Source: an optimization exercise on an open RTL-to-GDS flow (aim: small area). Production flows keep margins and buffers that such runs may drop. Function was checked by simulation only, so behaviour that the tests miss may differ from the original. No activity file was given, so power comes from the tool's default toggle rates.

===== flow/design.v =====
package matx_pkg;
  typedef struct packed {
    logic       valid;
    logic [7:0] data;
  } stream_byte_t;
  typedef logic [7:0] element_t;
  typedef element_t [4*4-1:0] matrix_t;
  typedef logic [18-1:0] result_t;
  typedef result_t [4*4-1:0] result_matrix_t;
  typedef enum logic [1:0] {
    S_SCAN,
    S_LOAD,
    S_MULT,
    S_EMIT
  } ctrl_state_e;
endpackage
`timescale 1ns/1ps
module matx_top (
  input  logic         clk,
  input  logic         reset_n,
  input  matx_pkg::stream_byte_t byte_in,
  output matx_pkg::stream_byte_t char_out,
  output logic         busy
);
  localparam logic [1:0] S_SCAN = 2'd0;
  localparam logic [1:0] S_SKIP = 2'd1;
  localparam logic [1:0] S_LOAD = 2'd2;
  localparam logic [1:0] S_BUSY = 2'd3;
  localparam logic [63:0] TAG = "MATX_TAG";
  logic [1:0] state;
  logic [5:0] cnt;
  logic [1:0] vi;      
  logic [1:0] vj;      
  wire       valid = byte_in.valid;
  wire [7:0] data  = byte_in.data;
  wire st_scan = (state == S_SCAN);
  wire st_load = (state == S_LOAD);
  wire st_busy = (state == S_BUSY);
  wire [7:0] tag_ch   = TAG[8*(7-cnt[2:0]) +: 8];
  wire       tag_hit  = (data == tag_ch);
  wire       tag_m    = (data == TAG[63:56]);
  wire       line_end = !data[6] && !data[5];
  wire       accept   = st_load && valid && !line_end;
  logic [3:0] nib;
  always_comb begin
    if (!data[6])
      nib = data[3:0];
    else
      case (data[2:0])
        3'd1:    nib = 4'hA;
        3'd2:    nib = 4'hB;
        3'd3:    nib = 4'hC;
        3'd4:    nib = 4'hD;
        3'd5:    nib = 4'hE;
        default: nib = 4'hF;
      endcase
  end
  wire       comp     = st_busy && !cnt[5];
  wire [1:0] kk       = cnt[1:0];
  wire [2:0] bb       = ~cnt[4:2];
  wire       row_end  = (vj == 2'b10);
  wire       ph_top   = cnt[5] && (cnt[4:0] == 5'd0);
  wire       ph_dig   = cnt[5] && !cnt[4] && (cnt[1:0] == 2'd2);
  wire       ph_sfx   = cnt[5] && cnt[4];
  wire       slot_end = ph_sfx && (cnt[1:0] == 2'd3);
  wire       a_long   = st_busy && row_end && ph_sfx;
  logic [127:0] a_r;
  wire a_hi_ld  = accept && !cnt[5] && !cnt[0];
  wire a_lo_ld  = accept && !cnt[5] &&  cnt[0];
  wire a_all    = a_hi_ld || a_long;
  wire a_grp0   = a_all || comp;
  wire [7:0] a_in3 = comp ? a_r[7:0] : a_r[39:32];
  always_ff @(posedge clk) begin
    if (a_grp0) a_r[31:0] <= {a_in3, a_r[31:8]};
    if (a_all)  a_r[119:32] <= a_r[127:40];
    if (a_all)  a_r[127:124] <= nib;
    if (a_all || a_lo_ld) a_r[123:120] <= nib;
  end
  logic [31:0] b_r [4];
  wire b_long = st_busy && ph_sfx;
  genvar gc;
  generate
    for (gc = 0; gc < 4; gc++) begin : g_bcol
      wire sel   = cnt[5] && (cnt[2:1] == 2'(gc));
      wire shift = (accept && sel && !cnt[0]) || b_long || ((gc == 0) && comp);
      wire lo    = accept && sel && cnt[0];
      wire [7:0] b_nx = (gc == 0 && comp) ? b_r[0][7:0] : b_r[(gc + 1) % 4][7:0];
      wire [7:0] b_in = st_load ? {nib, nib} : b_nx;
      always_ff @(posedge clk) begin
        if (shift) b_r[gc][23:0] <= b_r[gc][31:8];
        if (shift) b_r[gc][31:28] <= b_in[7:4];
        if (shift || lo) b_r[gc][27:24] <= b_in[3:0];
      end
    end
  endgenerate
  logic [17:0] acc;
  wire         a_bit  = comp && a_r[bb];
  wire [7:0]   b_head = b_r[0][7:0];
  wire [7:0]   addend = a_bit ? b_head : 8'd0;
  wire         shl    = !comp || (kk == 2'd0);
  wire [17:0]  acc_s  = shl ? {acc[16:0], 1'b0} : acc;
  logic [17:0] sum;
  logic [18:0] cy;
  always_comb begin
    cy[0] = 1'b0;
    for (int i = 0; i < 18; i++) begin
      logic ad;
      ad = (i < 8) ? addend[i] : 1'b0;
      sum[i]  = acc_s[i] ^ ad ^ cy[i];
      cy[i+1] = (acc_s[i] & ad) | (acc_s[i] & cy[i]) | (ad & cy[i]);
    end
  end
  always_ff @(posedge clk) begin
    acc <= sum;
  end
  wire [3:0] dnib   = ph_top ? {2'b00, acc[17:16]} : acc[17:14];
  logic [7:0] hex_ch;
  always_comb begin
    case (dnib)
      4'hA:    hex_ch = "A";
      4'hB:    hex_ch = "B";
      4'hC:    hex_ch = "C";
      4'hD:    hex_ch = "D";
      4'hE:    hex_ch = "E";
      4'hF:    hex_ch = "F";
      default: hex_ch = {4'h3, dnib};
    endcase
  end
  logic [7:0] ch;
  always_comb begin
    if (cnt[5] && !cnt[4])
      ch = hex_ch;
    else if (cnt[5])
      case (cnt[1:0])
        2'd0:    ch = " ";
        2'd1:    ch = "]";
        2'd2:    ch = 8'h0D;
        default: ch = 8'h0A;
      endcase
    else if (cnt[0])
      ch = " ";
    else
      ch = (vj == 2'd0) ? "[" : ",";
  end
  assign char_out.valid = st_busy && ((!cnt[5] && (cnt[4:1] == 4'd0)) || ph_top || ph_dig || (ph_sfx && row_end));
  assign char_out.data  = ch;
  assign busy           = st_busy;
  always_ff @(posedge clk) begin
    if (!reset_n) begin
      state <= S_SCAN;
      cnt   <= 6'd0;
    end else begin
      case (state)
        S_SCAN: if (valid) begin
          if (tag_hit) begin
            if (cnt[2:0] == 3'd7) begin
              state <= S_SKIP;
              cnt   <= 6'd0;
            end else begin
              cnt <= cnt + 6'd1;
            end
          end else begin
            cnt <= {5'd0, tag_m};
          end
        end
        S_SKIP: state <= S_LOAD;
        S_LOAD: if (accept) begin
          cnt <= cnt + 6'd1;
          if (cnt == 6'd63) state <= S_BUSY;
        end
        default: begin
          if (slot_end) begin
            cnt <= 6'd0;
            if (vi == 2'b10 && row_end) state <= S_SCAN;
          end else begin
            cnt <= cnt + 6'd1;
          end
        end
      endcase
    end
  end
  always_ff @(posedge clk) begin
    if (!st_busy) begin
      vi <= 2'd0;
      vj <= 2'd0;
    end else if (slot_end) begin
      vj <= {vj[0], !vj[1]};
      if (row_end) vi <= {vi[0], !vi[1]};
    end
  end
endmodule

===== flow/flow/run.sh =====
#!/bin/bash
# The standard layout (standard.sh: the ORFS flow, unchanged synthesis,
# floorplan, power grid and routing), with two layout choices changed:
#  - the input and output ports get the smallest buffer, sky130_fd_sc_hd__buf_1
#  - clock tree synthesis clusters up to 30 sinks under one clkbuf_16 and
#    inserts no dummy loads
# make's full output goes to flow.log; ORFS keeps each step's log under orfs/logs.
set -euo pipefail
export BUFFER_PORTS_ARGS="-buffer_cell sky130_fd_sc_hd__buf_1"
export CTS_ARGS="-sink_clustering_enable -repair_clock_nets -sink_clustering_size 30 -sink_clustering_max_diameter 100 -buf_list sky130_fd_sc_hd__clkbuf_16 -dont_use_dummy_load"
bash standard.sh > flow.log 2>&1

===== flow/standard.sh =====
#!/bin/bash
# synth_recipe.tcl (not shown) runs the flow's synth.tcl, then flattens the netlist and writes it again
# the make line also repeats each setting of config.mk as NAME=value (left out here)
make -C /OpenROAD-flow-scripts/flow DESIGN_CONFIG=/design/flow/config.mk WORK_HOME=/design/flow/orfs CLKGATE_MAP_FILE= SYNTH_SCRIPT=/design/flow/synth_recipe.tcl "${@:-finish}"

===== flow/config.mk =====
export PLATFORM = sky130hd
export DESIGN_NAME = matx_top
export DESIGN_NICKNAME = matx_top
export VERILOG_FILES = /design/flow/design.v
export SDC_FILE = /design/flow/constraint.sdc
export NUM_CORES = 4
export LEC_CHECK = 0
export CAP_MARGIN = 20
export CORE_MARGIN = 2
export CORE_UTILIZATION = 40
export PLACE_DENSITY = 0.6
export SLEW_MARGIN = 20

===== flow/constraint.sdc =====
create_clock -name core_clock -period 12.0 [get_ports {clk}]
set_input_delay 2.4000 -clock core_clock [delete_from_list [all_inputs] [get_ports {clk}]]
set_output_delay 2.4000 -clock core_clock [all_outputs]
set_load 0.01 [all_outputs]

==> results of run 1 <==
[placed cells by master (no fill, tap or decap), types with 10 or more instances in the layout]
cell type	count
a21oi_1	17
buf_1	19
clkbuf_16	13
dfxtp_1	30
edfxtp_1	256
ha_1	24
inv_1	34
mux2_2	10
mux2i_1	13
nand2_1	73
nand2b_1	10
nor2_1	50
o21ai_0	30
[stage by stage]
step           total power [µW]  setup WS [ps]  hold WS [ps]
6_report                   1549           5276         393.5
3_5_place_dp               1107           5243         404.5
5_1_grt                    1601           4795         397.0
2_1_floorplan              1100          728.7         400.3
3_3_place_gp               1107           5399         400.0
4_1_cts                    1567           5230         382.2
[flip-flops by register name, summed over array words and instances, names as in the netlist]
| name | count |
|---|---|
| vj | 2 |
| vi | 2 |
| b_r | 128 |
| cnt | 6 |
| state | 2 |
| a_r | 128 |
| acc | 18 |
[worst max-delay path, cell delays in order, from the launching register on]
cell and delay, ps:
dfxtp_1 560, nand2b_1 690, nor2_2 900, and2_1 240, ha_1 140, inv_1 50, fa_1 360, inv_1 80
fa_1 160, inv_1 50, fa_1 380, fa_1 410, fa_1 420, fa_1 400, fa_1 380, inv_1 60
ha_1 130, ha_1 140, ha_1 140, ha_1 140, ha_1 140, ha_1 140, ha_1 140, ha_1 140
ha_1 150, xnor2_1 110
[routing by layer]
metal,part of all wire (%),vias to the layer above
met2,46,96
met5,0,-
li1,-,2369
met4,1.5,0
met3,4.3,16
met1,48,2488
[path summary, 6_finish.rpt]
kind             start        end  slack (ps)  cells past startpoint
max             cnt[5]    acc[17]        5280                     25
min          b_r[0][9]  b_r[0][1]         390                      0
max reg2reg     cnt[5]    acc[17]        5280                     25
min reg2reg  b_r[0][9]  b_r[0][1]         390                      0
[power groups by stage]
| stage | clock (µW) | combinational, µW | sequential (µW) |
|---|---|---|---|
| after floorplan | 0 | 10.0 | 1090 |
| after global placement | 0 | 16.2 | 1090 |
| after detailed placement | 0 | 16.2 | 1090 |
| after CTS | 483 | 16.3 | 1070 |
| after global routing | 515 | 18.2 | 1070 |
| final | 464 | 16.3 | 1070 |
[layout make-up]
cell class	instances	area share [%]
Timing Repair Buffer	23	0.9303
Tap cell	335	3.710
Clock buffer	13	2.880
Inverter	34	1.130
Multi-Input combinational cell	309	17.99
Sequential cell	286	73.36
[cell families (layout without fill, tap and decap cells)]
logic type                 Yosys count  count (layout)  share of synthesized area [%]
DFF                                286             286                          78.94
and+or+nand+nor                    166             166                          6.972
AOI/OAI and AO/OA                   77              77                          4.421
buffers and inverters               52              70                          1.942
adders and majority gates           31              31                          4.195
muxes                               25              25                          2.741
xor gates and xnor gates             9               9                         0.7508
other                                1               1                        0.03572
==> reports/metrics.yaml, run 1 <==
status:
  status: "finished clean"
global_routing:
  overflow: 0
  met2_usage_pct: 18.64
  globalRouteMet3Util_pct: 1.859
  grt_usage_pct: 11.87
  grt_pass1_wl_mm: 26.10
  antenna_found_initial: 0
  grt_most_used_layer: "met2"
  grt_max_degree: 94
  met1_usage_pct: 17.34
  grt_pass1_vias: 4814
critical_path:
  worstSetupPathType: "reg -> reg"
  crit_path_end_kind: "flip-flop"
  arrival_ps: 7160
  start_kind: "flip-flop"
  cp_max_fo: 22
  cp.required_ps: 12440
routing:
  vias_per_cell: 4.969
  final_antenna_net_count: 0
  drt_iter0_markers: 444
  route.detailed.drc: 0
  drt_wl_total_mm: 16.33
  first_pass_iters: 5
  vias: 4969
  wl_per_cell_um: 16.33
synth:
  synthArstFlopShare_pct: 0
  syn-mean-instance-area_um2: 16.23
  ys_top_cells_by_count: "256 x edfxtp_1, 76 x nand2_1, 50 x nor2_1"
  synth_flop_cell: "edfxtp_1"
  ys_seq_elements: 286
  synth_top_area_share_pct: 73.22
  synth_area_um2: 10500
  ys_seq_area_share_pct: 78.94
  yosys_warnings: 2
  yosysMostFrequentCell: "edfxtp_1"
  syn_nets: 689
  synth_area_leader_cell: "edfxtp_1"
  synth_area_leaders: "edfxtp_1 73%, dfxtp_1 5.7%, ha_1 2.9%"
  syn_inst: 647
  synth.distinct_cells: 48
  synth_edf_count: 256
finish:
  nets: 709
  seq_area_um2: 8288
  fin_cells: 1000
  final_area_um2: 11300
  multi_input_area_um2: 2032
  final_core_util_pct: 43.60
  drive_gt1_share_pct: 6.015
  syn_to_final_growth_pct: 7.604
  n_fill_cell: 2243
  diodes: 0
clocking:
  cts_max_path_buffers: 3
  clockRootBuffer: "clkbuf_16"
  cts_tree: "yes"
  numCtsBuffers: 13
  cts.sinks: 286
  cts_setup_buffers: 0
  cts_hold_buffers: 0
  cts_resized: 0
  clk_pin_slew_ps: 110
  clkLatencyLatePin_ps: 500
  cts_htree_levels: 1
power_and_ir_drop:
  power_density_nw_per_um2: 137.1
  vdd_ir_drop_max_mv: 0.07304
  p_seq_share_pct: 69.0
  switching_share_pct: 18.06
  p_int_uw: 1269
  leakage_uw: 0.003766
  p_comb_share_pct: 1.1
  p_switching_uw: 279.7
  p_clk_share_pct: 30.0
floorplan:
  initial_core_util_pct: 40.52
  rows: 59
  core_um2: 25910
  dieArea_um2: 27560
  fp.dieW_um: 166.0
  ioPinCount: 21
  die_y_um: 166.0
sta:
  rsz0062_at_grt: "no"
  hold_viol_final: 0
  setup_viol_count_final: 0
  maxSlewViolCount: 0
  max_slew_margin_pct: 30.34
  period_needed_ps: 6724
  setup_tns_ps: 0
  max_freq_ghz: 0.1487
  fin_worst_skew_ps: 64.35
  worstMarginPinSlew_ps: 1041
  period_share_pct: 56.04
job:
  drv_cap: 0
placement:
  portBuffers: 19
  place_inst: 987
  dpl-instance-area_um2: 10970
  dp_hpwl_mm: 10.91
  place_congestion: 0.8236
hold_path:
  hp-class: "reg -> reg"
==> run 2, diff against run 1 <==
==> flow/run.sh (new file) <==
#!/bin/bash
# synth_recipe.tcl (not shown) runs the flow's synth.tcl, then flattens the netlist and writes it again
# the make line also repeats each setting of config.mk as NAME=value (left out here)
make -C /OpenROAD-flow-scripts/flow DESIGN_CONFIG=/design/flow/config.mk WORK_HOME=/design/flow/orfs CLKGATE_MAP_FILE= SYNTH_SCRIPT=/design/flow/synth_recipe.tcl finish
--- a/flow/config.mk
+++ b/flow/config.mk
@@ -9,4 +9,7 @@
 export CORE_MARGIN = 2
 export CORE_UTILIZATION = 40
+export CTS_BUF_LIST = sky130_fd_sc_hd__clkbuf_16
+export CTS_CLUSTER_DIAMETER = 100
+export CTS_CLUSTER_SIZE = 30
 export PLACE_DENSITY = 0.6
 export SLEW_MARGIN = 20
removed: flow/flow/run.sh
removed: flow/standard.sh
==> run 2 against run 1 <==
  * Still clean
  * Worst setup slack lost 46 ps
  * Final cell count grew 0.90%
  * Hold slack gained 16 ps
  * Critical path depth shrank 1
  * Cell area grew 1.6%
  * Sequential power is essentially flat
  * Total power grew 1.9%
  * Global-route usage grew 0.37 points
  * Clock-buffer cell count is the same
  * Sequential cell count is the same
  * Routed wire length grew 3.6%
  * Critical endpoint is now acc[16]
  * Largest power group unchanged
==> reports/metrics.yaml, run 2 <==
status:
  status: "finished clean"  # unchanged
sta:
  hold_viol_final: 0  # unchanged
  whs_ps: 409.6  # was 393.5 ps
  max_freq_ghz: 0.1477  # was 0.1487 GHz
  max_slew_margin_pct: 32.11  # was 30.34%
  period_needed_ps: 6770  # was 6724 ps
  setup_viol_count_final: 0  # unchanged
  fin_worst_skew_ps: 23.72  # was 64.35 ps
  maxSlewViolCount: 0  # unchanged
  setup_tns_ps: 0  # unchanged
  period_share_pct: 56.42  # was 56.04%
  worstMarginPinSlew_ps: 1015  # was 1041 ps
  rsz0062_at_grt: "no"  # unchanged
critical_path:
  start_kind: "flip-flop"  # unchanged
  slowest_delay_ps: 910  # was 900 ps
  rrSetupSlack_ps: 5230  # was 5280 ps
  r2r-start: "cnt[5]"  # unchanged
  cp.buffers_inverters: 4  # unchanged
  cp.required_ps: 12370  # was 12440 ps
  worstSetupPathType: "reg -> reg"  # unchanged
  rr_worst_depth: 24  # was 25
  cp_top_family: "adder cells"  # unchanged
  r2r_end: "acc[16]"  # was acc[17]
  crit_path_end_kind: "flip-flop"  # unchanged
  cp_common_cell: "ha_1"  # unchanged
  crit_slowest_cell: "nor2_2"  # unchanged
  cp_max_fo: 22  # unchanged
  arrival_ps: 7140  # was 7160 ps
  crit_path_cell_trace: "nand2b_1 > nor2_2 > and2_1 > ha_1 > inv_1 > fa_1 > inv_1 > fa_1 > inv_1 > fa_1 > fa_1 > fa_1 > fa_1 > fa_1 > inv_1 > ha_1 > ha_1 > ha_1 > ha_1 > ha_1 > ha_1 > ha_1 > ha_1 > ha_1"
global_routing:
  grt_max_degree: 94  # unchanged
  overflow: 0  # unchanged
  grt_usage_pct: 12.24  # was 11.87%
  grt_pass1_vias: 4929  # was 4814
  grt_pass1_wl_mm: 26.92  # was 26.10 mm
  antenna_found_initial: 0  # unchanged
synth:
  yosysMostFrequentCell: "edfxtp_1"  # unchanged
  yosys_warnings: 2  # unchanged
  synth_edf_count: 256  # unchanged
  synth_top_area_share_pct: 73.22  # unchanged
  ys_top_cells_by_count: "256 x edfxtp_1, 76 x nand2_1, 50 x nor2_1"  # unchanged
  synthArstFlopShare_pct: 0  # unchanged
  synth.distinct_cells: 48  # unchanged
  syn_inst: 647  # unchanged
  ys_seq_area_share_pct: 78.94  # unchanged
  syn_nets: 689  # unchanged
  synth_area_um2: 10500  # unchanged
  synth_flop_cell: "edfxtp_1"  # unchanged
  syn-mean-instance-area_um2: 16.23  # unchanged
  synth_area_leaders: "edfxtp_1 73%, dfxtp_1 5.7%, ha_1 2.9%"  # unchanged
  ys_seq_elements: 286  # unchanged
  synth_area_leader_cell: "edfxtp_1"  # unchanged
power_and_ir_drop:
  p_int_uw: 1280  # was 1269 µW
  vdd_ir_drop_max_mv: 0.09655  # was 0.07304 mV
  p_switching_uw: 298.0  # was 279.7 µW
  p_clk_share_pct: 31.0  # was 30.0%
  p_seq_share_pct: 67.7  # was 69.0%
  power_density_nw_per_um2: 137.5  # was 137.1 nW/µm²
  leakage_uw: 0.003865  # was 0.003766 µW
  switching_share_pct: 18.88  # was 18.06%
  p_comb_share_pct: 1.3  # was 1.1%
floorplan:
  core_um2: 25910  # unchanged
  ioPinCount: 21  # unchanged
  fp.dieW_um: 166.0  # unchanged
  initial_core_util_pct: 40.52  # unchanged
  rows: 59  # unchanged
  die_y_um: 166.0  # unchanged
  dieArea_um2: 27560  # unchanged
clocking:
  clk_pin_slew_ps: 120  # was 110 ps
  cts_htree_levels: 1  # unchanged
  cts_hold_buffers: 0  # unchanged
  numCtsBuffers: 13  # unchanged
  clockRootBuffer: "clkbuf_16"  # unchanged
  cts_max_path_buffers: 3  # unchanged
  cts.sinks: 286  # unchanged
  clkLatencyLatePin_ps: 500  # about the same
  cts_setup_buffers: 0  # unchanged
  cts_resized: 0  # unchanged
  cts_tree: "yes"  # unchanged
finish:
  syn_to_final_growth_pct: 9.284  # was 7.604%
  nets: 710  # was 709
  drive_gt1_share_pct: 6.380  # was 6.015%
  mostFrequentLayoutCell: "edfxtp_1"  # unchanged
  diodes: 0  # unchanged
  layout_common_cells: "256 x edfxtp_1, 74 x nand2_1, 50 x nor2_1, 39 x inv_1"  # was 256 x edfxtp_1, 73 x nand2_1, 50 x nor2_1, 34 x inv_1
  reg_top3: "a_r: 128 flops, b_r: 128 flops, acc: 18 flops"  # unchanged
routing:
  route.detailed.drc: 0  # unchanged
  drt_wl_total_mm: 16.93  # was 16.33 mm
  drt_iter0_markers: 589  # was 444
  wl_per_cell_um: 16.78  # was 16.33 µm
  final_antenna_net_count: 0  # unchanged
  first_pass_iters: 5  # unchanged
  vias: 4986  # was 4969
  vias_per_cell: 4.942  # was 4.969
placement:
  dp_hpwl_mm: 11.21  # was 10.91 mm
  portBuffers: 19  # unchanged
  place_congestion: 0.8118  # was 0.8236
hold_path:
  hp-class: "reg -> reg"  # unchanged
  hold_path_depth: 0  # unchanged
  min_to: "a_r[80]"  # was b_r[0][1]
  min-delay-start: "a_r[88]"  # was b_r[0][9]
job:
  drv_cap: 0  # unchanged
-- run 2: power by group through the flow --
stage	Combinational, µW	Clock (µW)	Sequential [µW]
finish	20.3	490	1070
CTS	20.3	509	1070
global placement	19.9	0	1090
floorplan	10.0	0	1090
detailed placement	20.2	0	1090
global route	22.0	542	1070
-- run 2: kinds of logic after synthesis --
logic type / count (synthesis) / share of synthesized area, %
flip-flops: 286 / 78.94
AND/OR/NAND/NOR: 166 / 6.972
AO/OA/AOI/OAI: 77 / 4.421
buffers and inverters: 52 / 1.942
adder cells (fa/ha/maj): 31 / 4.195
multiplexers: 25 / 2.741
XOR/XNOR: 9 / 0.7508
other: 1 / 0.03572
-- run 2: worst max-delay path by stage --
stage                from      end  slack, ps  cells after the start
2_1_floorplan  byte_in[6]   a_r[0]        730                      5
3_3_place_gp       cnt[5]  acc[16]       5430                     24
3_5_place_dp       cnt[5]  acc[16]       5220                     24
4_1_cts            cnt[5]  acc[16]       5150                     24
5_1_grt            cnt[5]  acc[16]       4770                     24
6_report           cnt[5]  acc[16]       5230                     24
-- run 2: stage by stage --
stage          total power (µW)  worst slack (ps)  cells  area [µm²]  util, %
2_1_floorplan              1100             728.7    647       10500        -
3_3_place_gp               1111              5426    987       11080    42.76
4_1_cts                    1598              5145   1009       11470    44.26
3_5_place_dp               1111              5217    988       11100    42.83
5_1_grt                    1632              4767   1009       11470    44.28
6_report                   1578              5230   1009       11470    44.28
-- run 2: area by class of cell --
class / count / area (µm²)
clock buffers: 13 / 325.3
clock inverters: 8 / 45.04
fillers: 2208 / 14440
inverters: 34 / 127.6
multi-input cells: 309 / 2029
flip-flops and latches: 286 / 8288
well taps: 335 / 419.2
repair buffers: 24 / 239.0
-- run 2: routing by layer --
layer	wire [µm]	share of wire (%)	track usage, %
met1	7861	46	17.69
met2	7965	47	19.36
met3	762	4.5	2.336
met4	335	2.0	2.911
met5	0	0	0
-- run 2: worst register-to-register path, cell delays in order (launching register included) --
cell	delay (ps)
dfxtp_1	550
nand2b_1	670
nor2_2	920
and2_1	240
ha_1	140
inv_1	50
fa_1	360
inv_1	80
fa_1	160
inv_1	50
fa_1	390
fa_1	410
fa_1	420
fa_1	410
fa_1	380
inv_1	70
ha_1	150
ha_1	150
ha_1	140
ha_1	150
ha_1	140
ha_1	140
ha_1	140
ha_1	140
ha_1	220
==> run 3, diff against run 2 <==
--- a/flow/design.v
+++ b/flow/design.v
@@ -23,8 +23,4 @@
   output logic         busy
 );
-  localparam logic [1:0] S_SCAN = 2'd0;
-  localparam logic [1:0] S_SKIP = 2'd1;
-  localparam logic [1:0] S_LOAD = 2'd2;
-  localparam logic [1:0] S_BUSY = 2'd3;
   localparam logic [63:0] TAG = "MATX_TAG";
   logic [1:0] state;
@@ -34,7 +30,7 @@
   wire       valid = byte_in.valid;
   wire [7:0] data  = byte_in.data;
-  wire st_scan = (state == S_SCAN);
-  wire st_load = (state == S_LOAD);
-  wire st_busy = (state == S_BUSY);
+  wire st_load = state[0];
+  wire st_busy = state[1];
+  wire st_scan = !state[0] && !state[1];
   wire [7:0] tag_ch   = TAG[8*(7-cnt[2:0]) +: 8];
   wire       tag_hit  = (data == tag_ch);
@@ -146,36 +142,22 @@
   assign char_out.data  = ch;
   assign busy           = st_busy;
+  wire tag_step = st_scan && valid && !cnt[3];
+  wire cnt_clr  = (st_busy && slot_end) || (st_scan && (cnt[3] || (valid && !tag_hit)));
+  wire cnt_inc  = st_busy || accept || (tag_step && tag_hit);
   always_ff @(posedge clk) begin
     if (!reset_n) begin
-      state <= S_SCAN;
+      state <= 2'b00;
       cnt   <= 6'd0;
     end else begin
-      case (state)
-        S_SCAN: if (valid) begin
-          if (tag_hit) begin
-            if (cnt[2:0] == 3'd7) begin
-              state <= S_SKIP;
-              cnt   <= 6'd0;
-            end else begin
-              cnt <= cnt + 6'd1;
-            end
-          end else begin
-            cnt <= {5'd0, tag_m};
-          end
-        end
-        S_SKIP: state <= S_LOAD;
-        S_LOAD: if (accept) begin
-          cnt <= cnt + 6'd1;
-          if (cnt == 6'd63) state <= S_BUSY;
-        end
-        default: begin
-          if (slot_end) begin
-            cnt <= 6'd0;
-            if (vi == 2'b10 && row_end) state <= S_SCAN;
-          end else begin
-            cnt <= cnt + 6'd1;
-          end
-        end
-      endcase
+      if (cnt_clr)
+        cnt <= {5'd0, tag_step && tag_m};
+      else if (cnt_inc)
+        cnt <= cnt + 6'd1;
+      if (st_scan && cnt[3])
+        state <= 2'b01;
+      else if (accept && cnt == 6'd63)
+        state <= 2'b10;
+      else if (st_busy && slot_end && vi == 2'b10 && row_end)
+        state <= 2'b00;
     end
   end
==> flow/flow/run.sh (new file) <==
#!/bin/bash
# The standard layout (standard.sh: the ORFS flow, unchanged synthesis,
# floorplan, power grid and routing), with two layout choices changed:
#  - the input and output ports get the smallest buffer, sky130_fd_sc_hd__buf_1
#  - clock tree synthesis clusters up to 30 sinks under one clkbuf_16 and
#    inserts no dummy loads
# make's full output goes to flow.log; ORFS keeps each step's log under orfs/logs.
set -euo pipefail
export BUFFER_PORTS_ARGS="-buffer_cell sky130_fd_sc_hd__buf_1"
export CTS_ARGS="-sink_clustering_enable -repair_clock_nets -sink_clustering_size 30 -sink_clustering_max_diameter 100 -buf_list sky130_fd_sc_hd__clkbuf_16 -dont_use_dummy_load"
bash standard.sh > flow.log 2>&1
==> flow/standard.sh (new file) <==
#!/bin/bash
# synth_recipe.tcl (not shown) runs the flow's synth.tcl, then flattens the netlist and writes it again
# the make line also repeats each setting of config.mk as NAME=value (left out here)
make -C /OpenROAD-flow-scripts/flow DESIGN_CONFIG=/design/flow/config.mk WORK_HOME=/design/flow/orfs CLKGATE_MAP_FILE= SYNTH_SCRIPT=/design/flow/synth_recipe.tcl "${@:-finish}"
--- a/flow/config.mk
+++ b/flow/config.mk
@@ -9,7 +9,4 @@
 export CORE_MARGIN = 2
 export CORE_UTILIZATION = 40
-export CTS_BUF_LIST = sky130_fd_sc_hd__clkbuf_16
-export CTS_CLUSTER_DIAMETER = 100
-export CTS_CLUSTER_SIZE = 30
 export PLACE_DENSITY = 0.6
 export SLEW_MARGIN = 20
removed: flow/run.sh
==> run 3 against run 2 <==
  * Still clean on timing, DRC and antenna
  * Clock power shrank 4.1%
  * Routed wire length grew 0.25%
  * Utilization shrank 0.71 points
  * Sequential power is essentially flat
  * Critical endpoint unchanged
  * Largest cell class unchanged
  * Highest routed layer unchanged
==> reports/metrics.yaml, run 3 <==
finish:
  nets: 692  # was 710
  syn_to_final_growth_pct: 7.967  # was 9.284%
  reg_top3: "a_r: 128 flops, b_r: 128 flops, acc: 18 flops"  # unchanged
  drive_gt1_share_pct: 6.585  # was 6.380%
  diodes: 0  # unchanged
  mostFrequentLayoutCell: "edfxtp_1"  # unchanged
  layout_common_cells: "256 x edfxtp_1, 70 x nand2_1, 53 x nor2_1, 30 x dfxtp_1, 29 x inv_1"  # was 256 x edfxtp_1, 74 x nand2_1, 50 x nor2_1, 39 x inv_1
synth:
  ys_seq_elements: 286  # unchanged
  synth.distinct_cells: 50  # was 48
  synth_edf_count: 256  # unchanged
  yosys_warnings: 2  # unchanged
  ys_seq_area_share_pct: 79.71  # was 78.94%
  synth_area_um2: 10400  # was 10500 µm²
  synthArstFlopShare_pct: 0  # unchanged
  synth_area_leader_cell: "edfxtp_1"  # unchanged
  syn-mean-instance-area_um2: 16.45  # was 16.23 µm²
  synth_area_leaders: "edfxtp_1 74%, dfxtp_1 5.8%, nand2_1 2.5%"  # was edfxtp_1 73%, dfxtp_1 5.7%, ha_1 2.9%
  ys_top_cells_by_count: "256 x edfxtp_1, 70 x nand2_1, 53 x nor2_1"  # was 256 x edfxtp_1, 76 x nand2_1, 50 x nor2_1
  syn_nets: 669  # was 689
  syn_inst: 632  # was 647
  synth_flop_cell: "edfxtp_1"  # unchanged
  yosysMostFrequentCell: "edfxtp_1"  # unchanged
  synth_top_area_share_pct: 73.94  # was 73.22%
routing:
  vias_per_cell: 4.992  # was 4.942
  met3WireLength_um: 695  # was 762 µm
  drt_wl_total_mm: 16.97  # was 16.93 mm
  drt_iter0_markers: 723  # was 589
  first_pass_iters: 5  # unchanged
  vias: 4932  # was 4986
  highest_layer: "met4"  # unchanged
  wl_per_cell_um: 17.18  # was 16.78 µm
  wl_met2_mm: 7.731  # was 7.965 mm
  m1WireLength_mm: 7.989  # was 7.861 mm
  final_antenna_net_count: 0  # unchanged
  route.detailed.drc: 0  # unchanged
critical_path:
  worstSetupPathType: "reg -> reg"  # unchanged
  rr_worst_depth: 24  # unchanged
  rrSetupSlack_ps: 6150  # was 5230 ps
  slowest_delay_ps: 820  # was 910 ps
  r2r_end: "acc[16]"  # unchanged
  crit_path_end_kind: "flip-flop"  # unchanged
  crit_slowest_cell: "dfxtp_1"  # was nor2_2
  cp.buffers_inverters: 5  # was 4
  crit_path_cell_trace: "nand2b_1 > buf_4 > nor2_1 > buf_4 > mux2i_1 > fa_1 > inv_1 > fa_1 > inv_1 > fa_1 > fa_1 > fa_1 > fa_1 > fa_1 > inv_1 > ha_1 > ha_1 > ha_1 > ha_1 > ha_1 > ha_1 > ha_1 > ha_1 > ha_1"  # was nand2b_1 > nor2_2 > and2_1 > ha_1 > inv_1 > fa_1 > inv_1 > fa_1 > inv_1 > fa_1 > fa_1 > fa_1 > fa_1 > fa_1 > inv_1 > ha_1 > ha_1 > ha_1 > ha_1 > ha_1 > ha_1 > ha_1 > ha_1 > ha_1
  cp_common_cell: "ha_1"  # unchanged
  start_kind: "flip-flop"  # unchanged
  cp_max_fo: 24  # was 22
  r2r-start: "cnt[5]"  # unchanged
  cp.required_ps: 12370  # about the same
  arrival_ps: 6230  # was 7140 ps
  cp_top_family: "adder cells"  # unchanged
status:
  status: "finished clean"  # unchanged
job:
  drv_cap: 0  # unchanged
clocking:
  numCtsBuffers: 13  # unchanged
  cts_resized: 0  # unchanged
  cts.sinks: 286  # unchanged
  clk_pin_slew_ps: 110  # was 120 ps
  clockRootBuffer: "clkbuf_16"  # unchanged
  cts_tree: "yes"  # unchanged
  cts_max_path_buffers: 3  # unchanged
  cts_htree_levels: 1  # unchanged
  cts_setup_buffers: 0  # unchanged
  clkLatencyLatePin_ps: 480  # was 500 ps
  cts_hold_buffers: 0  # unchanged
sta:
  period_needed_ps: 5854  # was 6770 ps
  max_slew_margin_pct: 25.43  # was 32.11%
  setup_viol_count_final: 0  # unchanged
  whs_ps: 404.0  # was 409.6 ps
  maxSlewViolCount: 0  # unchanged
  setup_tns_ps: 0  # unchanged
  fin_worst_skew_ps: 26.13  # was 23.72 ps
  period_share_pct: 48.78  # was 56.42%
  hold_viol_final: 0  # unchanged
  max_freq_ghz: 0.1708  # was 0.1477 GHz
  rsz0062_at_grt: "no"  # unchanged
  worstMarginPinSlew_ps: 1109  # was 1015 ps
floorplan:
  dieArea_um2: 27300  # was 27560 µm²
  core_um2: 25760  # was 25910 µm²
  die_y_um: 165.2  # was 166.0 µm
  fp.dieW_um: 165.2  # was 166.0 µm
  initial_core_util_pct: 40.36  # was 40.52%
  ioPinCount: 21  # unchanged
  rows: 59  # unchanged
hold_path:
  hp-class: "reg -> reg"  # unchanged
  min_to: "b_r[2][2]"  # was a_r[80]
  min-delay-start: "b_r[2][10]"  # was a_r[88]
  hold_path_depth: 0  # unchanged
power_and_ir_drop:
  leakage_uw: 0.003728  # was 0.003865 µW
  power_density_nw_per_um2: 138.6  # was 137.5 nW/µm²
  vdd_ir_drop_max_mv: 0.1655  # was 0.09655 mV
global_routing:
  grt_usage_pct: 12.79  # was 12.24%
  grt_pass1_vias: 4938  # was 4929
  antenna_found_initial: 0  # unchanged
  grt_pass1_wl_mm: 26.79  # was 26.92 mm
  grt_max_degree: 93  # was 94
  overflow: 0  # unchanged
placement:
  place_congestion: 0.8629  # was 0.8118
  dp_hpwl_mm: 11.08  # was 11.21 mm
  portBuffers: 19  # unchanged
[run 3: changes by cell type in the layout (fill, tap and decap cells not counted), sizes merged, moves of 4 or more]
| cell | previous run | this run |
|---|---|---|
| buf | 5 | 29 |
| clkdlybuf4s50 | 19 | 0 |
| inv | 41 | 29 |
| o21ai | 32 | 23 |
| nor2b | 2 | 10 |
| nand2 | 76 | 70 |
| a21oi | 18 | 13 |
| ha | 24 | 19 |
| a31oi | 8 | 12 |
| nand2b | 10 | 6 |
[run 3: cell families after synthesis]
family / Yosys count / synth area share, %
flip-flops: 286 / 79.71
XOR/XNOR: 6 / 0.5054
buffers and inverters: 50 / 1.925
adder cells (fa/ha/maj): 26 / 3.634
AO/OA/AOI/OAI: 73 / 4.416
other: 1 / 0.03607
multiplexers: 24 / 2.756
AND/OR/NAND/NOR: 166 / 7.016
[run 3: area by class of cell]
| class | instances | area, µm² |
|---|---|---|
| clock buffer | 13 | 325.3 |
| fill | 2250 | 14540 |
| inverter | 29 | 108.9 |
| multi-input combinational | 296 | 1934 |
| sequential | 286 | 8288 |
| tap | 335 | 419.2 |
| timing repair buffer | 29 | 150.1 |
[run 3: routing by layer]
metal / global-route usage (%) / up-vias
met3: 2.098 / 34
li1: - / 2342
met2: 19.89 / 102
met5: 0 / -
met1: 18.35 / 2454
met4: 4.506 / 0
[run 3: stage by stage]
stage | total power (µW) | util [%] | instance area [µm²] | instances | setup slack, ps
after floorplan | 1101 | - | 10400 | 632 | 1046
after global placement | 1109 | 42.27 | 10890 | 974 | 5863
after detailed placement | 1109 | 42.30 | 10900 | 975 | 6111
after CTS | 1577 | 43.56 | 11220 | 988 | 6086
after global routing | 1613 | 43.57 | 11230 | 988 | 5736
final | 1556 | 43.57 | 11230 | 988 | 6146
[run 3: power breakdown]
part | internal (µW) | switching, µW | total [µW]
clock | 197 | 273 | 470
combinational | 5.52 | 13.1 | 18.6
sequential | 1070 | 0.697 | 1070
total | 1270 | 287 | 1560
[run 3: worst max path at each step]
stage,from,to,slack [ps],cells after the start
4_1_cts,state[1],acc[16],6090,23
3_3_place_gp,state[1],acc[16],5860,23
2_1_floorplan,byte_in[6],a_r[0],1050,3
5_1_grt,cnt[2],acc[17],5740,24
3_5_place_dp,state[1],acc[16],6110,23
6_report,cnt[5],acc[16],6150,24
[run 3: worst register-to-register path, cell delays in order (launching register included)]
cell and delay, ps:
dfxtp_1 820, nand2b_1 190, buf_4 270, nor2_1 80
buf_4 210, mux2i_1 160, fa_1 420, inv_1 70
fa_1 150, inv_1 50, fa_1 370, fa_1 380
fa_1 390, fa_1 400, fa_1 370, inv_1 60
ha_1 140, ha_1 150, ha_1 140, ha_1 140
ha_1 140, ha_1 140, ha_1 140, ha_1 140
ha_1 220
==> run 4, diff against run 3 <==
==> flow/flow/run.sh (replaced) <==
#!/bin/bash
# The standard layout (standard.sh: the ORFS flow, unchanged synthesis,
# floorplan, power grid and routing), with two layout choices changed:
#  - the input and output ports get the smallest buffer, sky130_fd_sc_hd__buf_1
#  - clock tree synthesis clusters up to 18 sinks under one clkbuf_8, uses
#    clkbuf_4 above the leaves and inserts no dummy loads
# make's full output goes to flow.log; ORFS keeps each step's log under orfs/logs.
set -euo pipefail
export BUFFER_PORTS_ARGS="-buffer_cell sky130_fd_sc_hd__buf_1"
export CTS_ARGS="-sink_clustering_enable -repair_clock_nets -dont_use_dummy_load -root_buf sky130_fd_sc_hd__clkbuf_4 -buf_list sky130_fd_sc_hd__clkbuf_8 -sink_clustering_size 18 -sink_clustering_max_diameter 70"
bash standard.sh > flow.log 2>&1
==> run 4 against run 3 <==
  * Die area is the same
  * Cell area fell by 0.47%
  * Worst setup slack got worse by 50 ps
  * Clock-buffer cell count increased by 8
  * Critical endpoint unchanged
  * Synthesized cell count is the same
  * Largest power group unchanged
==> reports/metrics.yaml, run 4 <==
synth:
  yosys_warnings: 2  # unchanged
  synth_area_leader_cell: "edfxtp_1"  # unchanged
  synth_edf_count: 256  # unchanged
  ys_seq_area_share_pct: 79.71  # unchanged
  syn-mean-instance-area_um2: 16.45  # unchanged
  synthArstFlopShare_pct: 0  # unchanged
  synth_area_leaders: "edfxtp_1 74%, dfxtp_1 5.8%, nand2_1 2.5%"  # unchanged
  syn_nets: 669  # unchanged
  synth_flop_cell: "edfxtp_1"  # unchanged
  ys_top_cells_by_count: "256 x edfxtp_1, 70 x nand2_1, 53 x nor2_1"  # unchanged
  synth_compound_area_share_pct: 4.416  # unchanged
  yosysMostFrequentCell: "edfxtp_1"  # unchanged
  ys_seq_elements: 286  # unchanged
  muxShareOfSynthArea_pct: 2.756  # unchanged
  synth_top_family_by_area: "simple AND/OR/NAND/NOR gates"  # unchanged
  synth_top_area_share_pct: 73.94  # unchanged
  synth_area_um2: 10400  # unchanged
  yosys.area_share.adder_pct: 3.634  # unchanged
  synth-simple-area-share_pct: 7.016  # unchanged
  synthXorXnorAreaFrac_pct: 0.5054  # unchanged
  synth.distinct_cells: 50  # unchanged
  syn_inst: 632  # unchanged
power_and_ir_drop:
  p_clk_share_pct: 27.8  # was 30.2%
  p_switching_uw: 287.3  # was 286.9 µW
  p_int_uw: 1218  # was 1269 µW
  power_density_nw_per_um2: 134.7  # was 138.6 nW/µm²
  vdd_ir_drop_max_mv: 0.07735  # was 0.1655 mV
  p_comb_share_pct: 1.2  # about the same
  p_seq_share_pct: 71.0  # was 68.6%
  switching_share_pct: 19.09  # was 18.43%
  leakage_uw: 0.003712  # was 0.003728 µW
finish:
  n_fill_cell: 2254  # was 2250
  reg_top3: "a_r: 128 flops, b_r: 128 flops, acc: 18 flops"  # unchanged
  multi_input_area_um2: 1934  # unchanged
  final_area_um2: 11170  # was 11230 µm²
  mostFrequentLayoutCell: "edfxtp_1"  # unchanged
  layout_common_cells: "256 x edfxtp_1, 70 x nand2_1, 53 x nor2_1, 30 x dfxtp_1, 29 x inv_1"  # unchanged
  final_core_util_pct: 43.37  # was 43.57%
  syn_to_final_growth_pct: 7.461  # was 7.967%
  nets: 700  # was 692
  drive_gt1_share_pct: 7.716  # was 6.585%
  seq_area_um2: 8288  # unchanged
critical_path:
  cp.required_ps: 12530  # was 12370 ps
  worstSetupPathType: "reg -> reg"  # unchanged
  crit_slowest_cell: "dfxtp_1"  # unchanged
  start_kind: "flip-flop"  # unchanged
  r2r_end: "acc[16]"  # unchanged
  rr_worst_depth: 23  # was 24
  r2r-start: "cnt[2]"  # was cnt[5]
  cp_common_cell: "ha_1"  # unchanged
  crit_path_end_kind: "flip-flop"  # unchanged
  arrival_ps: 6440  # was 6230 ps
  slowest_delay_ps: 760  # was 820 ps
  crit_path_cell_trace: "mux4_1 > mux2i_1 > nor2_1 > nand2_1 > fa_1 > inv_1 > fa_1 > inv_1 > fa_1 > fa_1 > fa_1 > fa_1 > fa_1 > inv_1 > ha_1 > ha_1 > ha_1 > ha_1 > ha_1 > ha_1 > ha_1 > ha_1 > ha_1"  # was nand2b_1 > buf_4 > nor2_1 > buf_4 > mux2i_1 > fa_1 > inv_1 > fa_1 > inv_1 > fa_1 > fa_1 > fa_1 > fa_1 > fa_1 > inv_1 > ha_1 > ha_1 > ha_1 > ha_1 > ha_1 > ha_1 > ha_1 > ha_1 > ha_1
  rrSetupSlack_ps: 6100  # was 6150 ps
  cp_max_fo: 20  # was 24
global_routing:
  grt_max_degree: 93  # unchanged
  overflow: 0  # unchanged
  grt_pass1_vias: 5017  # was 4938
  grt_pass1_wl_mm: 26.83  # was 26.79 mm
  grt_usage_pct: 12.89  # was 12.79%
  antenna_found_initial: 1  # was 0
hold_path:
  hp-class: "reg -> reg"  # unchanged
  hold_path_depth: 0  # unchanged
  min_to: "b_r[0][22]"  # was b_r[2][2]
  min-delay-start: "b_r[0][30]"  # was b_r[2][10]
routing:
  first_pass_iters: 18  # was 5
  vias_per_cell: 5.030  # was 4.992
  met3WireLength_um: 981  # was 695 µm
  drt_iter0_markers: 626  # was 723
  drt_wl_total_mm: 17.11  # was 16.97 mm
  final_antenna_net_count: 0  # unchanged
  highest_layer: "met4"  # unchanged
  m1WireLength_mm: 7.735  # was 7.989 mm
  vias: 5015  # was 4932
  wl_met2_mm: 7.848  # was 7.731 mm
  wl_per_cell_um: 17.16  # was 17.18 µm
  route.detailed.drc: 0  # unchanged
floorplan:
  die_y_um: 165.2  # unchanged
  fp.dieW_um: 165.2  # unchanged
  initial_core_util_pct: 40.36  # unchanged
  ioPinCount: 21  # unchanged
  dieArea_um2: 27300  # unchanged
  core_um2: 25760  # unchanged
  rows: 59  # unchanged
clocking:
  cts_setup_buffers: 0  # unchanged
  clk_pin_slew_ps: 110  # about the same
  cts_tree: "yes"  # unchanged
  clkLatencyLatePin_ps: 660  # was 480 ps
  cts_hold_buffers: 0  # unchanged
  cts.sinks: 286  # unchanged
  clockRootBuffer: "clkbuf_4"  # was clkbuf_16
  cts_resized: 0  # unchanged
  cts_htree_levels: 1  # unchanged
  cts_max_path_buffers: 3  # unchanged
  numCtsBuffers: 21  # was 13
sta:
  max_freq_ghz: 0.1694  # was 0.1708 GHz
  rsz0062_at_grt: "no"  # unchanged
  setup_viol_count_final: 0  # unchanged
  setup_tns_ps: 0  # unchanged
  period_needed_ps: 5904  # was 5854 ps
  period_share_pct: 49.20  # was 48.78%
  max_slew_margin_pct: 28.05  # was 25.43%
  fin_worst_skew_ps: 55.57  # was 26.13 ps
  worstMarginPinSlew_ps: 1070  # was 1109 ps
  maxSlewViolCount: 0  # unchanged
  hold_viol_final: 0  # unchanged
placement:
  portBuffers: 19  # unchanged
  dp_hpwl_mm: 11.08  # unchanged
  dpl-instance-area_um2: 10900  # unchanged
  place_congestion: 0.8629  # unchanged
job:
  drv_cap: 0  # unchanged
status:
  status: "finished clean"  # unchanged
==> run 4: critical path: cells and delay by family, from the launching register on <==
kind	cells	cell delay (ps)
simple gates	2	490
buf+inv	3	180
fa+ha+maj	16	3820
mux	2	520
flops	1	760
==> run 4: worst max path at each step <==
| stage | start | endpoint | slack [ps] | cells past startpoint |
|---|---|---|---|---|
| after floorplan | byte_in[6] | a_r[0] | 1050 | 3 |
| after global placement | state[1] | acc[16] | 5860 | 23 |
| after detailed placement | state[1] | acc[16] | 6110 | 23 |
| after CTS | cnt[2] | acc[16] | 6060 | 23 |
| after global routing | cnt[2] | acc[17] | 5690 | 24 |
| final | cnt[2] | acc[16] | 6100 | 23 |
==> run 4: logic make-up after synthesis <==
group,Yosys count
simple gates,166
compound gates,73
xor+xnor,6
other cells,1
buf+inv,50
flops,286
mux,24
fa+ha+maj,26
==> run 4: through the flow <==
step	hold WS (ps)	total power, µW	instances	setup slack [ps]
floorplan	400.3	1101	632	1046
global placement	400.4	1109	974	5863
detailed placement	404.5	1109	975	6111
CTS	365.3	1526	996	6064
global route	382.7	1563	997	5688
finish	375.1	1505	997	6096
==> run 4: area by class of cell <==
| cell class | count | share of cell area (%) |
|---|---|---|
| Sequential cell | 286 | 74.18 |
| Multi-Input combinational cell | 296 | 17.31 |
| Tap cell | 335 | 3.751 |
| Clock buffer | 21 | 2.419 |
| Timing Repair Buffer | 29 | 1.344 |
| Inverter | 29 | 0.9742 |
| Antenna cell | 1 | 0.02240 |
==> run 4: power by group through the flow <==
stage | clock network [µW] | registers (µW) | logic [µW]
4_1_cts | 439 | 1070 | 18.5
3_3_place_gp | 0 | 1090 | 18.2
2_1_floorplan | 0 | 1090 | 10.5
3_5_place_dp | 0 | 1090 | 18.3
6_report | 418 | 1070 | 18.6
5_1_grt | 474 | 1070 | 20.3
==> run 4: per-layer routing <==
| metal | vias up | track usage, % |
|---|---|---|
| li1 | 2353 | - |
| met1 | 2507 | 18.17 |
| met2 | 117 | 19.85 |
| met3 | 38 | 2.547 |
| met4 | 0 | 4.980 |
| met5 | - | 0 |
==> run 5, diff against run 4 <==
==> flow/flow/run.sh (replaced) <==
#!/bin/bash
# The standard layout (standard.sh: the unchanged ORFS synthesis,
# floorplan, power grid, placement and routing) with these layout choices:
#  - after the standard synthesis, its combinational gates are mapped again
#    for area (flow/resyn.tcl); registers keep their names and cell types
#  - the input and output ports get the smallest buffer, sky130_fd_sc_hd__buf_1
#  - clock tree synthesis clusters up to 18 sinks under one clkbuf_8, uses
#    clkbuf_4 above the leaves and inserts no dummy loads
# Logs: synth.log (standard synthesis), resyn.log (remapping), flow.log (the
# rest of the layout); ORFS keeps each step's log under orfs/logs.
set -euo pipefail
export BUFFER_PORTS_ARGS="-buffer_cell sky130_fd_sc_hd__buf_1"
export CTS_ARGS="-sink_clustering_enable -repair_clock_nets -dont_use_dummy_load -root_buf sky130_fd_sc_hd__clkbuf_4 -buf_list sky130_fd_sc_hd__clkbuf_8 -sink_clustering_size 18 -sink_clustering_max_diameter 70"

bash standard.sh synth > synth.log 2>&1

R=orfs/results/${FLOW_PLATFORM}/matx_top/base
cp $R/1_2_yosys.v $R/1_2_yosys_standard.v
RESYN_IN=$R/1_2_yosys_standard.v RESYN_OUT=$R/1_2_yosys_resyn.v RESYN_ABC=flow/resyn.abc \
  yosys -c flow/resyn.tcl > resyn.log 2>&1
cp $R/1_2_yosys_resyn.v $R/1_2_yosys.v
rm -f $R/1_synth.odb $R/1_synth.sdc

bash standard.sh > flow.log 2>&1
==> flow/flow/resyn.abc (new file) <==
strash
dc2
dc2
dch -f
amap
==> flow/flow/resyn.tcl (new file) <==
# Area remapping of the standard synthesis's combinational logic.
# Every register (and the tie cell) stays the instance the standard
# synthesis made, with its name and cell type; only the gates between
# them are flattened to their library functions and mapped again by ABC
# for area (the clock period leaves several ns of slack).
yosys -import
set lib $::env(FLOW_HOME)/platforms/sky130hd/lib/sky130_fd_sc_hd__tt_025C_1v80.lib
set in  $::env(RESYN_IN)
set out $::env(RESYN_OUT)
set abc_script $::env(RESYN_ABC)

read_liberty -ignore_miss_func $lib
read_verilog $in
hierarchy -top $::env(FLOW_TOP)
setattr -mod -set blackbox 1 sky130_fd_sc_hd__*df* sky130_fd_sc_hd__*dl* sky130_fd_sc_hd__conb_*
flatten
opt_clean
abc -liberty $lib -script $abc_script \
  -dont_use sky130_fd_sc_hd__probe* -dont_use sky130_fd_sc_hd__lpflow* \
  -dont_use sky130_fd_sc_hd__ebuf* -dont_use sky130_fd_sc_hd__einv* \
  -dont_use sky130_fd_sc_hd__dly* -dont_use sky130_fd_sc_hd__clkdly*
setundef -zero
splitnets
opt_clean -purge
hilomap -singleton -hicell sky130_fd_sc_hd__conb_1 HI -locell sky130_fd_sc_hd__conb_1 LO
insbuf -buf sky130_fd_sc_hd__buf_4 A X
opt_clean -purge
select -module $::env(FLOW_TOP)
stat -liberty $lib
check
write_verilog -noattr -nohex -nodec -selected $out
==> run 5 against run 4 <==
  * Total power fell by 0.63%
  * Global-route usage up 0.14 points
  * Die area shrank 3.6%
  * Utilization is 0.90 points higher
  * Clock power down 2%
  * Still clean
  * Final cell count is 1.3% higher
  * Sequential power is essentially flat
  * Cell area is 3.1% lower
  * Synthesized cell count grew 1.1%
  * Clock skew is 22 ps lower
  * Non-clock buffer count down 2
  * Combinational power about the same
==> reports/metrics.yaml, run 5 <==
status:
  status: "finished clean"  # unchanged
power_and_ir_drop:
  p_total_uw: 1495  # was 1505 µW
  switching_share_pct: 19.09  # about the same
  leakage_uw: 0.003349  # was 0.003712 µW
  p_comb_share_pct: 1.2  # about the same
  p_seq_share_pct: 71.4  # was 71.0%
  vdd_ir_drop_max_mv: 0.06637  # was 0.07735 mV
  p_int_uw: 1210  # was 1218 µW
  p_switching_uw: 285.5  # was 287.3 µW
  p_clk_share_pct: 27.4  # was 27.8%
  power_density_nw_per_um2: 138.1  # was 134.7 nW/µm²
sta:
  maxSlewViolCount: 0  # unchanged
  hold_viol_final: 0  # unchanged
  period_share_pct: 50.26  # was 49.20%
  fin_ws_ps: 5969  # was 6096 ps
  setup_viol_count_final: 0  # unchanged
  max_slew_margin_pct: 40.74  # was 28.05%
  period_needed_ps: 6031  # was 5904 ps
  worstMarginPinSlew_ps: 879.6  # was 1070 ps
  rsz0062_at_grt: "no"  # unchanged
  max_freq_ghz: 0.1658  # was 0.1694 GHz
  fin_worst_skew_ps: 33.59  # was 55.57 ps
  setup_tns_ps: 0  # unchanged
finish:
  multi_input_area_um2: 1556  # was 1934 µm²
  nets: 698  # was 700
  drive_gt1_share_pct: 4.818  # was 7.716%
  final_core_util_pct: 44.26  # was 43.37%
  final_area_um2: 10830  # was 11170 µm²
  seq_area_um2: 8288  # unchanged
  layout_common_cells: "256 x edfxtp_1, 84 x nor2_1, 49 x clkinv_1, 48 x nand2_1, 34 x o21ai_0"  # was 256 x edfxtp_1, 70 x nand2_1, 53 x nor2_1, 30 x dfxtp_1, 29 x inv_1
  reg_top3: "a_r: 128 flops, b_r: 128 flops, acc: 18 flops"  # unchanged
  syn_to_final_growth_pct: 8.135  # was 7.461%
  mostFrequentLayoutCell: "edfxtp_1"  # unchanged
  n_fill_cell: 2150  # was 2254
global_routing:
  antenna_found_initial: 1  # unchanged
  grt_pass1_vias: 5049  # was 5017
  grt_pass1_wl_mm: 26.83  # unchanged
  grt_usage_pct: 13.03  # was 12.89%
  overflow: 0  # unchanged
  grt_max_degree: 94  # was 93
synth:
  synth_area_um2: 10010  # was 10400 µm²
  yosys_warnings: 2  # unchanged
  syn-mean-instance-area_um2: 15.67  # was 16.45 µm²
  syn_nets: 650  # was 669
  syn_inst: 639  # was 632
critical_path:
  arrival_ps: 6600  # was 6440 ps
  worstSetupPathType: "reg -> reg"  # unchanged
  crit_path_end_kind: "flip-flop"  # unchanged
  cp_top_family: "simple AND/OR/NAND/NOR gates"  # was adder cells
  cp_max_fo: 18  # was 20
  cp_common_cell: "nor2_1"  # was ha_1
  rr_worst_depth: 30  # was 23
  slowest_delay_ps: 600  # was 760 ps
  critical_path_cell_count: 30  # was 23
  start_kind: "flip-flop"  # unchanged
  cp.buffers_inverters: 6  # was 3
  cp.required_ps: 12570  # was 12530 ps
  crit_slowest_cell: "a311o_1"  # was dfxtp_1
floorplan:
  initial_core_util_pct: 40.93  # was 40.36%
  fp.dieW_um: 162.2  # was 165.2 µm
  rows: 57  # was 59
  dieArea_um2: 26320  # was 27300 µm²
  core_um2: 24460  # was 25760 µm²
  die_y_um: 162.2  # was 165.2 µm
  ioPinCount: 21  # unchanged
clocking:
  cts_max_path_buffers: 3  # unchanged
  cts_resized: 0  # unchanged
  clockRootBuffer: "clkbuf_4"  # unchanged
  numCtsBuffers: 20  # was 21
  cts_hold_buffers: 0  # unchanged
  cts.sinks: 286  # unchanged
  clk_pin_slew_ps: 100  # was 110 ps
  clkLatencyLatePin_ps: 630  # was 660 ps
  cts_htree_levels: 1  # unchanged
  cts_tree: "yes"  # unchanged
  cts_setup_buffers: 0  # unchanged
placement:
  place_congestion: 0.9230  # was 0.8629
  dp_hpwl_mm: 10.90  # was 11.08 mm
  portBuffers: 19  # unchanged
  dpl-instance-area_um2: 10570  # was 10900 µm²
  dp_slack_ps: 6019  # was 6111 ps
hold_path:
  hp-class: "reg -> reg"  # unchanged
  hold_path_depth: 0  # unchanged
routing:
  drt_wl_total_mm: 16.83  # was 17.11 mm
  first_pass_iters: 5  # was 18
  drt_iter0_markers: 586  # was 626
  final_antenna_net_count: 0  # unchanged
  route.detailed.drc: 0  # unchanged
  vias_per_cell: 5.172  # was 5.030
  wl_per_cell_um: 16.66  # was 17.16 µm
  vias: 5224  # was 5015
job:
  drv_cap: 0  # unchanged
run 5: path summary, 6_finish.rpt:
path	slack, ps	to	startpoint
setup / recovery	5970	acc[17]	state[1]
setup reg to reg	5970	acc[17]	state[1]
hold reg to reg	390	a_r[101]	a_r[109]
hold / removal	390	a_r[101]	a_r[109]
run 5: area by class of cell:
class                      instances  area share, %
sequential                       286          76.54
multi-input combinational        303          14.37
timing repair buffer              27          1.248
clock buffer                      20          2.369
antenna                            1        0.02311
tap                              324          3.744
inverter                          49          1.699
run 5: layer usage:
metal	up-vias	wire length [µm]	GRT usage, %
li1	2480	-	-
met1	2565	8187	19.89
met2	152	7124	18.63
met3	27	1142	2.988
met4	0	376	3.942
met5	-	0	0
run 5: metrics by stage:
step,std cells,hold WS (ps)
6_report,1010,393.4
5_1_grt,1010,401.2
4_1_cts,1009,395.4
3_5_place_dp,989,404.5
3_3_place_gp,989,400.2
2_1_floorplan,639,400.3
run 5: power groups by stage:
| stage | Sequential [µW] | Combinational (µW) | Clock [µW] |
|---|---|---|---|
| final | 1070 | 18.5 | 409 |
| after global routing | 1070 | 20.5 | 461 |
| after CTS | 1070 | 18.1 | 428 |
| after detailed placement | 1090 | 17.9 | 0 |
| after global placement | 1090 | 17.1 | 0 |
| after floorplan | 1090 | 10.1 | 0 |
==> run 6, diff against run 5 <==
--- a/flow/flow/run.sh
+++ b/flow/flow/run.sh
@@ -2,6 +2,7 @@
 # The standard layout (standard.sh: the unchanged ORFS synthesis,
 # floorplan, power grid, placement and routing) with these layout choices:
-#  - after the standard synthesis, its combinational gates are mapped again
-#    for area (flow/resyn.tcl); registers keep their names and cell types
+#  - after the standard synthesis, its combinational gates are optimised and
+#    mapped again for area by ABC (flow/resyn.tcl with flow/resyn.abc);
+#    registers keep their names and cell types
 #  - the input and output ports get the smallest buffer, sky130_fd_sc_hd__buf_1
 #  - clock tree synthesis clusters up to 18 sinks under one clkbuf_8, uses
==> flow/flow/resyn.abc (replaced) <==
strash
&get -n
&deepsyn -T 30
&put
dch -f
amap
--- a/flow/flow/resyn.tcl
+++ b/flow/flow/resyn.tcl
@@ -1,4 +1,4 @@
 # Area remapping of the standard synthesis's combinational logic.
-# Every register (and the tie cell) stays the instance the standard
+# Every register, full adder and the tie cell stays the instance the standard
 # synthesis made, with its name and cell type; only the gates between
 # them are flattened to their library functions and mapped again by ABC
@@ -13,5 +13,8 @@
 read_verilog $in
 hierarchy -top $::env(FLOW_TOP)
-setattr -mod -set blackbox 1 sky130_fd_sc_hd__*df* sky130_fd_sc_hd__*dl* sky130_fd_sc_hd__conb_*
+setattr -mod -set blackbox 1 sky130_fd_sc_hd__*df* sky130_fd_sc_hd__*dl* sky130_fd_sc_hd__conb_* sky130_fd_sc_hd__fa_*
+# private names for the gates, so flattening them leaves the nets their
+# standard-synthesis names
+yosys rename -hide t:sky130_fd_sc_hd__* t:sky130_fd_sc_hd__*df* %d t:sky130_fd_sc_hd__conb_* %d t:sky130_fd_sc_hd__fa_* %d
 flatten
 opt_clean
==> run 6 against run 5 <==
  * Via count fell by 7.2%
  * Clock-buffer cell count fell by 1
  * Clock skew rose by 36 ps
  * Total power fell by 1.2%
  * Worst setup slack got worse by 1800 ps
  * Sequential power barely moved
  * Highest routed layer is now met5
==> reports/metrics.yaml, run 6 <==
placement:
  place_congestion: 0.9400  # was 0.9230
  dp_hpwl_mm: 10.33  # was 10.90 mm
  portBuffers: 19  # unchanged
  dp_slack_ps: 4379  # was 6019 ps
routing:
  first_pass_iters: 5  # unchanged
  wl_per_cell_um: 17.05  # was 16.66 µm
  vias: 4850  # was 5224
  route.detailed.drc: 0  # unchanged
  vias_per_cell: 5.171  # was 5.172
  drt_iter0_markers: 547  # was 586
  final_antenna_net_count: 0  # unchanged
  drt_wl_total_mm: 16.00  # was 16.83 mm
clocking:
  clockRootBuffer: "clkbuf_4"  # unchanged
  cts_htree_levels: 1  # unchanged
  cts_hold_buffers: 0  # unchanged
  clk_pin_slew_ps: 110  # was 100 ps
  cts_setup_buffers: 0  # unchanged
  cts_max_path_buffers: 3  # unchanged
  cts_tree: "yes"  # unchanged
  clkLatencyLatePin_ps: 650  # was 630 ps
  cts.sinks: 286  # unchanged
  numCtsBuffers: 19  # was 20
  cts_resized: 0  # unchanged
hold_path:
  hp-class: "reg -> reg"  # unchanged
floorplan:
  core_um2: 24320  # was 24460 µm²
  initial_core_util_pct: 40.73  # was 40.93%
  rows: 57  # unchanged
  dieArea_um2: 26040  # was 26320 µm²
  ioPinCount: 21  # unchanged
  die_y_um: 161.4  # was 162.2 µm
  fp.dieW_um: 161.4  # was 162.2 µm
global_routing:
  met1_usage_pct: 17.82  # was 19.89%
  grt_pass1_vias: 4680  # was 5049
  antenna_found_initial: 3  # was 1
  globalRouteMet3Util_pct: 2.799  # was 2.988%
  grt_max_degree: 94  # unchanged
  grt_pass1_wl_mm: 24.83  # was 26.83 mm
  grt_most_used_layer: "met2"  # was met1
  overflow: 0  # unchanged
  met2_usage_pct: 18.53  # was 18.63%
  grt_usage_pct: 12.24  # was 13.03%
critical_path:
  cp_max_fo: 18  # unchanged
  slowest_delay_ps: 650  # was 600 ps
  arrival_ps: 8320  # was 6600 ps
  worstSetupPathType: "reg -> reg"  # unchanged
  crit_slowest_cell: "nor2_1"  # was a311o_1
  start_kind: "flip-flop"  # unchanged
  cp.required_ps: 12530  # was 12570 ps
  cp_common_cell: "nor2_1"  # unchanged
  crit_path_end_kind: "flip-flop"  # unchanged
power_and_ir_drop:
  p_int_uw: 1202  # was 1210 µW
  power_density_nw_per_um2: 138.1  # about the same
  vdd_ir_drop_max_mv: 0.05915  # was 0.06637 mV
  p_seq_share_pct: 72.2  # was 71.4%
  p_switching_uw: 275.8  # was 285.5 µW
  p_comb_share_pct: 1.0  # was 1.2%
  switching_share_pct: 18.66  # was 19.09%
  leakage_uw: 0.003000  # was 0.003349 µW
  p_total_uw: 1478  # was 1495 µW
  p_clk_share_pct: 26.8  # was 27.4%
finish:
  multi_input_area_um2: 1430  # was 1556 µm²
  drive_gt1_share_pct: 5.229  # was 4.818%
  n_fill_cell: 2092  # was 2150
  seq_area_um2: 8288  # unchanged
  nets: 632  # was 698
  syn_to_final_growth_pct: 7.996  # was 8.135%
  final_core_util_pct: 43.99  # was 44.26%
  mostFrequentLayoutCell: "edfxtp_1"  # unchanged
  reg_top3: "a_r: 128 flops, b_r: 128 flops, acc: 18 flops"  # unchanged
  layout_common_cells: "256 x edfxtp_1, 53 x clkinv_1, 39 x nor2_1, 30 x dfxtp_1, 24 x o21ai_0"  # was 256 x edfxtp_1, 84 x nor2_1, 49 x clkinv_1, 48 x nand2_1, 34 x o21ai_0
sta:
  hold_viol_final: 0  # unchanged
  max_slew_margin_pct: 36.65  # was 40.74%
  setup_tns_ps: 0  # unchanged
  period_needed_ps: 7793  # was 6031 ps
  setup_viol_count_final: 0  # unchanged
  rsz0062_at_grt: "no"  # unchanged
  worstMarginPinSlew_ps: 940.3  # was 879.6 ps
  fin_ws_ps: 4207  # was 5969 ps
  period_share_pct: 64.94  # was 50.26%
  maxSlewViolCount: 0  # unchanged
  max_freq_ghz: 0.1283  # was 0.1658 GHz
  fin_worst_skew_ps: 69.49  # was 33.59 ps
job:
  drv_cap: 0  # unchanged
synth:
  syn_nets: 586  # was 650
  yosys_warnings: 2  # unchanged
  synth_area_um2: 9906  # was 10010 µm²
  syn-mean-instance-area_um2: 17.44  # was 15.67 µm²
  syn_inst: 568  # was 639
status:
  status: "finished clean"  # unchanged
-- run 6: worst max-delay path: cells and delay by family, from the launching register on --
kind | cells | cell delay [ps]
DFF | 1 | 510
AOI/OAI and AO/OA | 1 | 120
buffers and inverters | 7 | 1620
adders and majority gates | 7 | 2530
and+or+nand+nor | 14 | 2860
-- run 6: routing by layer --
layer	routed length, µm	vias to the layer above
met3	1162	29
met2	7131	163
met5	13	-
li1	-	2233
met4	278	2
met1	7410	2423
-- run 6: final timing paths --
path	from	end	slack, ps	cells past startpoint
setup / recovery	state[1]	acc[17]	4210	29
hold / removal	b_r[1][25]	b_r[1][17]	360	0
setup reg to reg	state[1]	acc[17]	4210	29
hold reg to reg	b_r[1][25]	b_r[1][17]	360	0
-- run 6: layout make-up --
type	count	area share, %
Sequential cell	286	77.47
Multi-Input combinational cell	228	13.37
Tap cell	324	3.789
Clock buffer	19	2.269
Inverter	53	1.860
Timing Repair Buffer	26	1.193
Antenna cell	2	0.04678
-- run 6: stage by stage --
| step | instance area (µm²) | hold WS (ps) | std cells |
|---|---|---|---|
| after detailed placement | 10450 | 404.5 | 917 |
| after global routing | 10700 | 367.4 | 937 |
| after CTS | 10690 | 354.3 | 936 |
| after floorplan | 9906 | 400.3 | 568 |
| after global placement | 10450 | 400.3 | 917 |
| final | 10700 | 364.8 | 938 |
-- run 6: power by group through the flow --
| stage | Clock, µW | Combinational (µW) | Sequential, µW |
|---|---|---|---|
| 6_report | 396 | 14.3 | 1070 |
| 5_1_grt | 449 | 15.8 | 1070 |
| 4_1_cts | 417 | 13.9 | 1070 |
| 3_5_place_dp | 0 | 13.8 | 1090 |
| 3_3_place_gp | 0 | 13.2 | 1090 |
| 2_1_floorplan | 0 | 7.88 | 1090 |

[re-timing with driven ports]
No port has a modelled driver above. Below, the same layouts with a new extraction and two added sets of constraints.
Step 1 sets driving cells, clkbuf_16 on the clock port and buf_2 on the other inputs (assumed; they add their load-dependent delay and slew).
Step 2, shift: input delay + t, output delay - t, t = (earliest + latest rising clock arrival at the registers) / 2. This alone moves slack from input paths to output paths.
Three values: no drivers, after step 1, after step 2; two values: the first two.
run | t (ns) | slack for setup (ns) | slew at the worst register clock pin (ns) | cell pins on the clock port's net
run 1 | 0.510 | 5.276 / 5.276 / 5.276 | 0.11 / 0.11 | 1
run 2 | 0.524 | 5.230 / 5.230 / 5.230 | 0.12 / 0.12 | 1
run 3 | 0.509 | 6.146 / 6.146 / 6.146 | 0.11 / 0.11 | 1
run 4 | 0.671 | 6.096 / 6.096 / 6.096 | 0.11 / 0.11 | 1
run 5 | 0.655 | 5.969 / 5.969 / 5.969 | 0.11 / 0.11 | 1
run 6 | 0.653 | 4.207 / 4.207 / 4.207 | 0.11 / 0.11 | 1
After both steps setup and hold are still met in every run listed.
